Source: an optimization exercise on an open RTL-to-GDS flow (aim: small area, a short achievable clock period and few clock cycles per item). Production flows keep margins and buffers that such runs may drop.
Function was checked by simulation only, so behaviour that the tests miss may differ from the original.
No activity file was given, so power comes from the tool's default toggle rates.

==> inputs of wip/sierra <==
## direct_form_fir_convolver_unit
module direct_form_fir_convolver_unit (
  input  wire logic                                clk_i,
  input  wire logic                                rst_ni,
  input  wire logic                                req_valid_i,
  output logic                                     req_ready_o,
  input  wire logic                                req_type_i,
  input  wire logic [dffc_pkg::CIDX_W-1:0]         req_coef_index_i,
  input  wire logic signed [dffc_pkg::COEF_W-1:0]  req_coef_value_i,
  input  wire logic signed [dffc_pkg::SMP_W-1:0]   req_sample_value_i,
  input  wire logic                                req_first_sample_i,
  output logic                                     res_valid_o,
  input  wire logic                                res_ready_i,
  output logic signed [dffc_pkg::SUM_W-1:0]        res_filtered_sum_o
);
  localparam int unsigned PW = dffc_pkg::PS_W;
  localparam int unsigned SW = dffc_pkg::SUM_W;
  localparam int unsigned ML = dffc_pkg::MAC_LAT;
  ...
==> module direct_form_fir_convolver_unit, before the edit <==
module direct_form_fir_convolver_unit (
  input  wire logic                                clk_i,
  input  wire logic                                rst_ni,
  input  wire logic                                req_valid_i,
  output logic                                     req_ready_o,
  input  wire logic                                req_type_i,
  input  wire logic [dffc_pkg::CIDX_W-1:0]         req_coef_index_i,
  input  wire logic signed [dffc_pkg::COEF_W-1:0]  req_coef_value_i,
  input  wire logic signed [dffc_pkg::SMP_W-1:0]   req_sample_value_i,
  input  wire logic                                req_first_sample_i,
  output logic                                     res_valid_o,
  input  wire logic                                res_ready_i,
  output logic signed [dffc_pkg::SUM_W-1:0]        res_filtered_sum_o
);
  localparam int unsigned PW = dffc_pkg::PS_W;
  localparam int unsigned SW = dffc_pkg::SUM_W;
  localparam int unsigned ML = dffc_pkg::MAC_LAT;
  localparam int unsigned FD = dffc_pkg::FIFO_D;
  localparam int unsigned CR = dffc_pkg::CREDITS;
  logic          rst_q;
  logic          ready_q;
  logic          rq_vld_q;
  logic          rq_type_q;
  logic          rq_first_q;
  logic [5:0]    rq_idx_q;
  logic [15:0]   rq_cval_q;
  logic [15:0]   rq_sval_q;
  logic [CR:1]   owed_q;      
  logic          req_xfer, inc, dec;
  logic          out_v_q;
  assign req_ready_o = ready_q;
  assign req_xfer    = req_valid_i && ready_q;
  assign inc         = req_xfer && req_type_i;
  assign dec         = out_v_q && res_ready_i;
  always_ff @(posedge clk_i) begin
    rst_q      <= rst_ni;
    rq_type_q  <= req_type_i;
    rq_first_q <= req_first_sample_i;
    rq_idx_q   <= req_coef_index_i;
    rq_cval_q  <= req_coef_value_i;
    rq_sval_q  <= req_sample_value_i;
  end
  always_ff @(posedge clk_i or negedge rst_ni) begin
    if (!rst_ni) begin
      ready_q  <= 1'b0;
      rq_vld_q <= 1'b0;
      owed_q   <= '0;
    end else begin
      rq_vld_q <= req_xfer;
      if (inc && !dec) begin
        owed_q <= {owed_q[CR-1:1], 1'b1};
      end else if (dec && !inc) begin
        owed_q <= {1'b0, owed_q[CR:2]};
      end
      ready_q  <= !inc && rst_q && (dec || !owed_q[CR]);
    end
  end
  logic coef_we, smp_we, ori;
  logic [dffc_pkg::TAPS*dffc_pkg::COEF_W-1:0] coef;
  logic [dffc_pkg::TAPS*12-1:0]              dig;
  assign coef_we = rq_vld_q && !rq_type_q;
  assign smp_we  = rq_vld_q && rq_type_q;
  dffc_store u_store (
    .clk_i      (clk_i),
    .clr_i      (!rst_q),
    .coef_we_i  (coef_we),
    .coef_idx_i (rq_idx_q),
    .cval_i     (rq_cval_q),
    .sval_i     (rq_sval_q),
    .smp_we_i   (smp_we),
    .first_i    (rq_first_q),
    .ori_o      (ori),
    .coef_o     (coef),
    .dig_o      (dig)
  );
  logic [PW-1:0] psum;
  dffc_mac u_mac (
    .clk_i  (clk_i),
    .coef_i (coef),
    .dig_i  (dig),
    .sum_o  (psum)
  );
  logic        w1_q, w2_q;
  logic [ML:1] t1_q, t2_q, th_q;
  always_ff @(posedge clk_i or negedge rst_ni) begin
    if (!rst_ni) begin
      w1_q <= 1'b0;
      w2_q <= 1'b0;
      t1_q <= '0;
      t2_q <= '0;
    end else begin
      w1_q <= smp_we && rst_q;
      w2_q <= w1_q;
      t1_q <= {t1_q[ML-1:1], w1_q};
      t2_q <= {t2_q[ML-1:1], w2_q};
    end
  end
  always_ff @(posedge clk_i) begin
    th_q <= {th_q[ML-1:1], ori};
  end
  logic [PW-1:0] hi_q, lo_q;
  logic          y_v_q;
  logic [SW-1:0] y;
  always_ff @(posedge clk_i) begin
    if ((t1_q[ML] || t2_q[ML]) && th_q[ML]) begin
      hi_q <= psum;
    end
    if ((t1_q[ML] || t2_q[ML]) && !th_q[ML]) begin
      lo_q <= psum;
    end
  end
  always_ff @(posedge clk_i or negedge rst_ni) begin
    if (!rst_ni) begin
      y_v_q <= 1'b0;
    end else begin
      y_v_q <= t2_q[ML];
    end
  end
  assign y = {PW'(hi_q + {{8{lo_q[PW-1]}}, lo_q[PW-1:8]}), lo_q[7:0]};
  logic [SW-1:0] out_q;
  logic [SW-1:0] fifo_q [FD];
  logic [FD-1:0] wp_q, rp_q, fv_q;
  logic [SW-1:0] head;
  logic          out_free, f_empty, push, pop;
  assign out_free = !out_v_q || res_ready_i;
  assign f_empty  = !(|fv_q);
  assign pop      = out_free && !f_empty;
  assign push     = y_v_q && (out_v_q || !f_empty);
  always_comb begin
    head = '0;
    for (int k = 0; k < FD; k++) begin
      head = head | ({SW{rp_q[k]}} & fifo_q[k]);
    end
  end
  always_ff @(posedge clk_i or negedge rst_ni) begin
    if (!rst_ni) begin
      out_v_q <= 1'b0;
      wp_q    <= FD'(1);
      rp_q    <= FD'(1);
      fv_q    <= '0;
    end else begin
      if (out_free) begin
        out_v_q <= !f_empty || (y_v_q && !out_v_q);
      end
      if (push) begin
        wp_q <= {wp_q[FD-2:0], wp_q[FD-1]};
      end
      if (pop) begin
        rp_q <= {rp_q[FD-2:0], rp_q[FD-1]};
      end
      fv_q <= (fv_q & ~({FD{pop}} & rp_q)) | ({FD{push}} & wp_q);
    end
  end
  always_ff @(posedge clk_i) begin
    if (out_free) begin
      out_q <= f_empty ? y : head;    
    end
    for (int k = 0; k < FD; k++) begin
      if (push && wp_q[k]) begin
        fifo_q[k] <= y;
      end
    end
  end
  assign res_valid_o        = out_v_q;
  assign res_filtered_sum_o = out_q;
endmodule
clock: 7.0 ns
lec_check: 0
abc_area: 1
cap_margin: 20
core_margin: 2
core_utilization: 45
place_density: 0.55
setup_slack_margin: 3.8
slew_margin: 20
tns_end_percent: 5
standard.sh (not shown) runs the stock make flow with config.mk's settings and CLKGATE_MAP_FILE= SYNTH_SCRIPT=/design/flow/synth_recipe.tcl, a recipe that flattens the netlist after the stock synthesis.
==> flow/flow/run.sh <==
#!/bin/bash
# Layout flow: the standard flow with two changes.
# 1. Yosys's early generic ABC pass is skipped (synth -noabc). That pass re-expresses
#    the adder tree's majority functions with inverted outputs, so extract_fa leaves an
#    inverter between most pairs of full adders. Registers and their names are unchanged.
# 2. Global routing reserves more of met1 and met2 (flow/fastroute.tcl), so that the
#    detailed router has room for pin access in the dense adder tree.
set -e
set -o pipefail
export SYNTH_ARGS="-noabc"
export FASTROUTE_TCL="$PWD/flow/fastroute.tcl"
bash standard.sh synth 2>&1 | tee synth.log > /dev/null
bash standard.sh finish 2>&1 | tee layout.log > /dev/null
==> flow/flow/fastroute.tcl <==
# global routing capacity: keep more of met1 and met2 free for pin access
set_global_routing_layer_adjustment met1 0.5
set_global_routing_layer_adjustment met2 0.3
set_global_routing_layer_adjustment met3-met5 0.2
set_routing_layers -clock met3-met5
set_routing_layers -signal met1-met5
==> wip/quartz (differences from wip/sierra) <==
--- a/flow/design.v
+++ b/flow/design.v
@@ -8,7 +8,7 @@
   localparam int unsigned SUM_W  = 38;
   localparam int unsigned PS_W   = 30;
   localparam int unsigned MAC_LAT = 5;
-  localparam int unsigned FIFO_D  = 5;
+  localparam int unsigned FIFO_D  = 4;
   localparam int unsigned CREDITS = FIFO_D + 1;
 endpackage
 `default_nettype wire
@@ -4811,25 +4811,17 @@
   always_ff @(posedge clk_i) begin
     th_q <= {th_q[ML-1:1], ori};
   end
-  logic [PW-1:0] hi_q, lo_q;
-  logic          y_v_q;
+  logic [PW-1:0] prev_q;
+  logic [PW-1:0] shi, slo;
+  logic          y_v;
   logic [SW-1:0] y;
   always_ff @(posedge clk_i) begin
-    if ((t1_q[ML] || t2_q[ML]) && th_q[ML]) begin
-      hi_q <= psum;
-    end
-    if ((t1_q[ML] || t2_q[ML]) && !th_q[ML]) begin
-      lo_q <= psum;
-    end
-  end
-  always_ff @(posedge clk_i or negedge rst_ni) begin
-    if (!rst_ni) begin
-      y_v_q <= 1'b0;
-    end else begin
-      y_v_q <= t2_q[ML];
-    end
+    prev_q <= psum;
   end
-  assign y = {PW'(hi_q + {{8{lo_q[PW-1]}}, lo_q[PW-1:8]}), lo_q[7:0]};
+  assign y_v = t2_q[ML];
+  assign shi = th_q[ML] ? psum : prev_q;
+  assign slo = th_q[ML] ? prev_q : psum;
+  assign y   = {PW'(shi + {{8{slo[PW-1]}}, slo[PW-1:8]}), slo[7:0]};
   logic [SW-1:0] out_q;
   logic [SW-1:0] fifo_q [FD];
   logic [FD-1:0] wp_q, rp_q, fv_q;
@@ -4838,7 +4830,7 @@
   assign out_free = !out_v_q || res_ready_i;
   assign f_empty  = !(|fv_q);
   assign pop      = out_free && !f_empty;
-  assign push     = y_v_q && (out_v_q || !f_empty);
+  assign push     = y_v && (out_v_q || !f_empty);
   always_comb begin
     head = '0;
     for (int k = 0; k < FD; k++) begin
@@ -4853,7 +4845,7 @@
       fv_q    <= '0;
     end else begin
       if (out_free) begin
-        out_v_q <= !f_empty || (y_v_q && !out_v_q);
+        out_v_q <= !f_empty || (y_v && !out_v_q);
       end
       if (push) begin
         wp_q <= {wp_q[FD-2:0], wp_q[FD-1]};
==> flow/flow/run.sh (replaced) <==
#!/bin/bash
# Layout flow: the standard flow with three changes.
# 1. Yosys's early generic ABC pass is skipped (synth -noabc). That pass re-expresses
#    the adder tree's majority functions with inverted outputs, so extract_fa leaves an
#    inverter between most pairs of full adders. Registers and their names are unchanged.
# 2. Global routing reserves more of met1 and met2 (flow/fastroute.tcl), so that the
#    detailed router has room for pin access in the dense adder tree.
# 3. Every port still gets a buffer, but a plain buf_4 instead of the delay buffer that
#    buffer_ports picks by default.
set -e
set -o pipefail
export SYNTH_ARGS="-noabc"
export FASTROUTE_TCL="$PWD/flow/fastroute.tcl"
export BUFFER_PORTS_ARGS="-buffer_cell sky130_fd_sc_hd__buf_4"
bash standard.sh synth 2>&1 | tee synth.log > /dev/null
bash standard.sh finish 2>&1 | tee layout.log > /dev/null
- CORE_UTILIZATION: 45 -> 55
- CTS_CLUSTER_DIAMETER: default -> 100
- CTS_CLUSTER_SIZE: default -> 15
- PLACE_DENSITY: 0.55 -> 0.62
- SETUP_SLACK_MARGIN: 3.8 -> 4.0
- TNS_END_PERCENT: 5 -> 10
==> summary of the runs <==
- Sequential share of layout area: wip/sierra is lower than wip/quartz (0.76 points).
- Between wip/quartz and wip/sierra, the lower hold slack is in wip/quartz (gap 43 ps).
- Of wip/quartz and wip/sierra, wip/quartz has the higher clock skew (gap 7.1 ps).
- wip/quartz ran to the end with no violations. wip/sierra finished clean.
- In sequential power, wip/quartz and wip/sierra hardly differ.
- In wip/sierra the clock power is higher than in wip/quartz, by 53%.
- Of wip/sierra and wip/quartz, wip/sierra has the higher total power (gap 17%, measured against wip/quartz).
- Of wip/sierra and wip/quartz, wip/quartz has the higher register-to-register slack (gap 130 ps).
- In wip/quartz the flip-flop and latch count is lower than in wip/sierra, by 73.
- Against wip/sierra, the via count of wip/quartz is higher by about 4%.
==> figures <==
Vias: wip/sierra 213561; wip/quartz 222555
Path depth of the worst reg2reg path: wip/sierra 6; wip/quartz 4
Cell Count Post-Placement: wip/sierra 33717; wip/quartz 31937
Wirelength per Cell: wip/sierra 45.90 microns; wip/quartz 47.17 microns
Routability cong.: wip/sierra 1.151; wip/quartz 1.216
DRT Wirelength: wip/sierra 1621000 microns; wip/quartz 1575000 microns
Share of flip-flops with an asynchronous set or reset: wip/sierra 0.5695%; wip/quartz 0.4868%
Mean number of vias per cell: wip/sierra 6.047; wip/quartz 6.668
Number of diodes: wip/sierra 395; wip/quartz 744
Cell area power density: wip/sierra 226.1 mW/mm^2; wip/quartz 201.4 mW/mm^2
Share of post-route cells with drive strength above 1: wip/sierra 5.980%; wip/quartz 5.123%
Combined area of the multi-input logic cells: wip/sierra 0.1706 sq mm; wip/quartz 0.1714 sq mm
Clk pwr: wip/sierra 36.1 mW; wip/quartz 23.6 mW
Status: wip/sierra complete, no violations; wip/quartz complete, no violations
Power dissipated by switching net loads: wip/sierra 20.75 mW; wip/quartz 18.97 mW
Nets: wip/sierra 29783; wip/quartz 29516
Highest attainable clock frequency: wip/sierra 0.2841 GHz; wip/quartz 0.2949 GHz
Final non-clock buffer share: wip/sierra 1.029%; wip/quartz 1.020%
Non-filler instance count after layout: wip/sierra 35316; wip/quartz 33379
Testbench counts of wip/sierra, summed over its fixed seeds: cycles 2,120, items 768.
Testbench counts of wip/quartz, summed over its fixed seeds: cycles 2,112, items 768.

-- afterwards: timing with drivers on the ports --
No port has a modelled driver above. Below, the same layouts with a new extraction and two added sets of constraints.
Step 1: set_driving_cell puts a clkbuf_16 on clk_i and a buf_2 on each other input, an assumption about the parent block.
Step 2 times the ports against the registers' clock, not the clock port: input delays grow and output delays shrink by t, the midpoint of the rising clock arrivals with the driver on.
Slacks: ideal ports / drivers / drivers and shift; pairs: ideal ports / drivers.
run	shift t [ns]	slack for setup (ns)	worst setup path after step 2	cell pins on the clock port's net
wip/sierra	1.331	3.480 / 3.480 / 3.480	register to register	1
wip/quartz	1.261	3.610 / 3.609 / 3.610	register to register	1
After both steps every run listed still meets setup and hold.
